Background: an optimization exercise with open tools, aiming at small area, a short achievable clock period and few clock cycles per item. Do not read the settings as production practice. In this exercise RTL edits were held to simulation tests only and were not proved equivalent to the original.

==> run R: inputs <==
// pipelined_array_mult
module pipelined_array_mult #(
  parameter int WIDTH  = 64,
  parameter int TAG_W  = 4
) (
  input  logic               clk,
  input  logic               rst,
  input  logic               in_valid,
  output logic               in_ready,
  input  logic               in_signed,
  input  logic [WIDTH-1:0]   A,
  input  logic [WIDTH-1:0]   B,
  input  logic [TAG_W-1:0]   in_tag,
  output logic               out_valid,
  input  logic               out_ready,
  output logic [2*WIDTH-1:0] out,
  output logic               out_signed,
  output logic [TAG_W-1:0]   out_tag
);
clock: 13.0 ns
lec_check: 0
abc_area: 1
cap_margin: 20
core_margin: 2
core_utilization: 45
slew_margin: 20
synth_hierarchical: 1
standard.sh (not shown) runs the stock make flow with config.mk's settings and CLKGATE_MAP_FILE= SYNTH_SCRIPT=/design/flow/synth_recipe.tcl, a recipe that flattens the netlist after the stock synthesis.
==> flow/flow/run.sh <==
#!/bin/bash
# Own flow: the standard ORFS layout (standard.sh) with these changes:
# - repair_timing aims for a path delay well below the 13 ns clock (setup slack
#   margin), so that the achieved period improves; the SDC is the standard one;
# - ports are buffered with buf_2 instead of the default (a delay cell);
# - CTS inserts no dummy loads;
# - global placement weights the timing-critical nets more.
set -euo pipefail
export SETUP_SLACK_MARGIN=8.5
export BUFFER_PORTS_ARGS="-buffer_cell sky130_fd_sc_hd__buf_2"
export CTS_ARGS="-sink_clustering_enable -repair_clock_nets -dont_use_dummy_load"
export GLOBAL_PLACEMENT_ARGS="-timing_driven_net_weight_max 5 -timing_driven_nets_percentage 20"
bash standard.sh > standard.log 2>&1
==> inputs of run B, as changes to run R <==
==> flow/flow/run.sh (replaced) <==
#!/bin/bash
# Own flow: the standard ORFS layout (standard.sh) with these changes:
# - repair_timing aims for a path delay well below the 13 ns clock (setup slack
#   margin), so that the achieved period improves; the SDC is the standard one;
# - ports are buffered with buf_2 instead of the default (a delay cell);
# - CTS inserts no dummy loads, and may use smaller clock buffers.
set -euo pipefail
export SETUP_SLACK_MARGIN=8.5
export BUFFER_PORTS_ARGS="-buffer_cell sky130_fd_sc_hd__buf_2"
export CTS_ARGS="-sink_clustering_enable -repair_clock_nets -dont_use_dummy_load -buf_list {sky130_fd_sc_hd__clkbuf_4 sky130_fd_sc_hd__clkbuf_8 sky130_fd_sc_hd__clkbuf_16} -sink_clustering_size 24 -sink_clustering_max_diameter 120"
bash standard.sh > standard.log 2>&1
==> summary of the runs <==
- Setup slack: run R is higher than run B (0.014 ns).
- Critical path depth is the same in run B and run R.
- Die area is the same in run R and run B.
- Between run B and run R, the lower maximum frequency is in run B (gap about 0.3%, measured against run R).
Testbench counts of run R, summed over its fixed seeds: cycles 1,036, items 1,024.
Testbench counts of run B, summed over its fixed seeds: cycles 1,036, items 1,024.


==> inputs of indigo <==
Starting RTL as in the previous note.
export LEC_CHECK = 0
export ABC_AREA = 1
export CAP_MARGIN = 20
export CORE_MARGIN = 2
export CORE_UTILIZATION = 45
export SLEW_MARGIN = 20
export SYNTH_HIERARCHICAL = 1
create_clock -name core_clock -period 13.0 [get_ports {clk}]
==> flow/flow/run.sh <==
#!/bin/bash
# Own flow: the standard ORFS layout (standard.sh) with these changes:
# - repair_timing aims for a path delay well below the 13 ns clock (setup slack
#   margin), so that the achieved period improves; the SDC is the standard one;
# - ports are buffered with buf_2 instead of the default (a delay cell);
# - CTS inserts no dummy loads, and may use smaller clock buffers;
# - global placement weights the timing-critical nets more.
set -euo pipefail
export SETUP_SLACK_MARGIN=8.7
export BUFFER_PORTS_ARGS="-buffer_cell sky130_fd_sc_hd__buf_2"
export CTS_ARGS="-sink_clustering_enable -repair_clock_nets -dont_use_dummy_load -buf_list {sky130_fd_sc_hd__clkbuf_4 sky130_fd_sc_hd__clkbuf_8 sky130_fd_sc_hd__clkbuf_16} -sink_clustering_size 24 -sink_clustering_max_diameter 120"
export GLOBAL_PLACEMENT_ARGS="-timing_driven_net_weight_max 5 -timing_driven_nets_percentage 20"
bash standard.sh > standard.log 2>&1
==> tundra: changes against indigo <==
--- a/flow/flow/run.sh
+++ b/flow/flow/run.sh
@@ -8,3 +8,3 @@
 set -euo pipefail
-export SETUP_SLACK_MARGIN=8.7
+export SETUP_SLACK_MARGIN=8.65
 export BUFFER_PORTS_ARGS="-buffer_cell sky130_fd_sc_hd__buf_2"
==> run summary <==
M1 GR Usage=48.1%; status=finished clean; vias in the first global route=103000; All-Layer GR Usage=39.8%; Final Util=49.1%; Worst path slowest cell=fa_1; synthesis-to-layout area growth=8.97%; max_slew headroom=22.3%; vias per inst=7.34; setup bufs post-CTS=16
# the run above: indigo

==> run summary <==
vias per inst=7.20; Final Util=48.7%; max_slew headroom=16.5%; synthesis-to-layout area growth=7.90%; Worst path slowest cell=o21ai_1; met3 wire length=92.0 mm; status=finished clean; All-Layer GR Usage=39.7%; vias in the first global route=103000
# the run above: tundra

Testbench counts of indigo, summed over its fixed seeds: cycles 1,036, items 1,024.
Testbench counts of tundra, summed over its fixed seeds: cycles 1,036, items 1,024.

-- afterwards: timing with drivers on the ports --
How much do the figures lean on ideal ports? The routed layouts below were timed once more, with nothing changed but the port constraints.
Step 1: set_driving_cell puts a clkbuf_16 on clk and a buf_2 on each other input, an assumption about the parent block.
Step 2 adds t to the input delays and takes it off the output delays; t is the mean of the earliest and latest rising clock arrival at the registers after step 1. Input paths then give back, and output paths get back, about the clock's delay inside the block.
Three values: ideal, step 1, step 2; two values: the first two.
run | t (ns) | setup WS [ns] | hold WS [ns] | slew at the worst register clock pin (ns)
run R | 0.941 | 8.384 / 8.384 / 8.355 | 0.346 / 0.346 / 0.346 | 0.07 / 0.07
run B | 0.865 | 8.371 / 8.371 / 8.371 | 0.304 / 0.304 / 0.304 | 0.11 / 0.11
indigo | 0.862 | 8.546 / 8.546 / 8.395 | 0.351 / 0.351 / 0.351 | 0.11 / 0.11
tundra | 0.854 | 8.509 / 8.509 / 8.394 | 0.351 / 0.351 / 0.351 | 0.11 / 0.11
After both steps setup and hold are still met in every run listed. For indigo, which loses most, drivers alone change the setup slack by 0.000 ns; drivers and shift together by -0.151 ns.
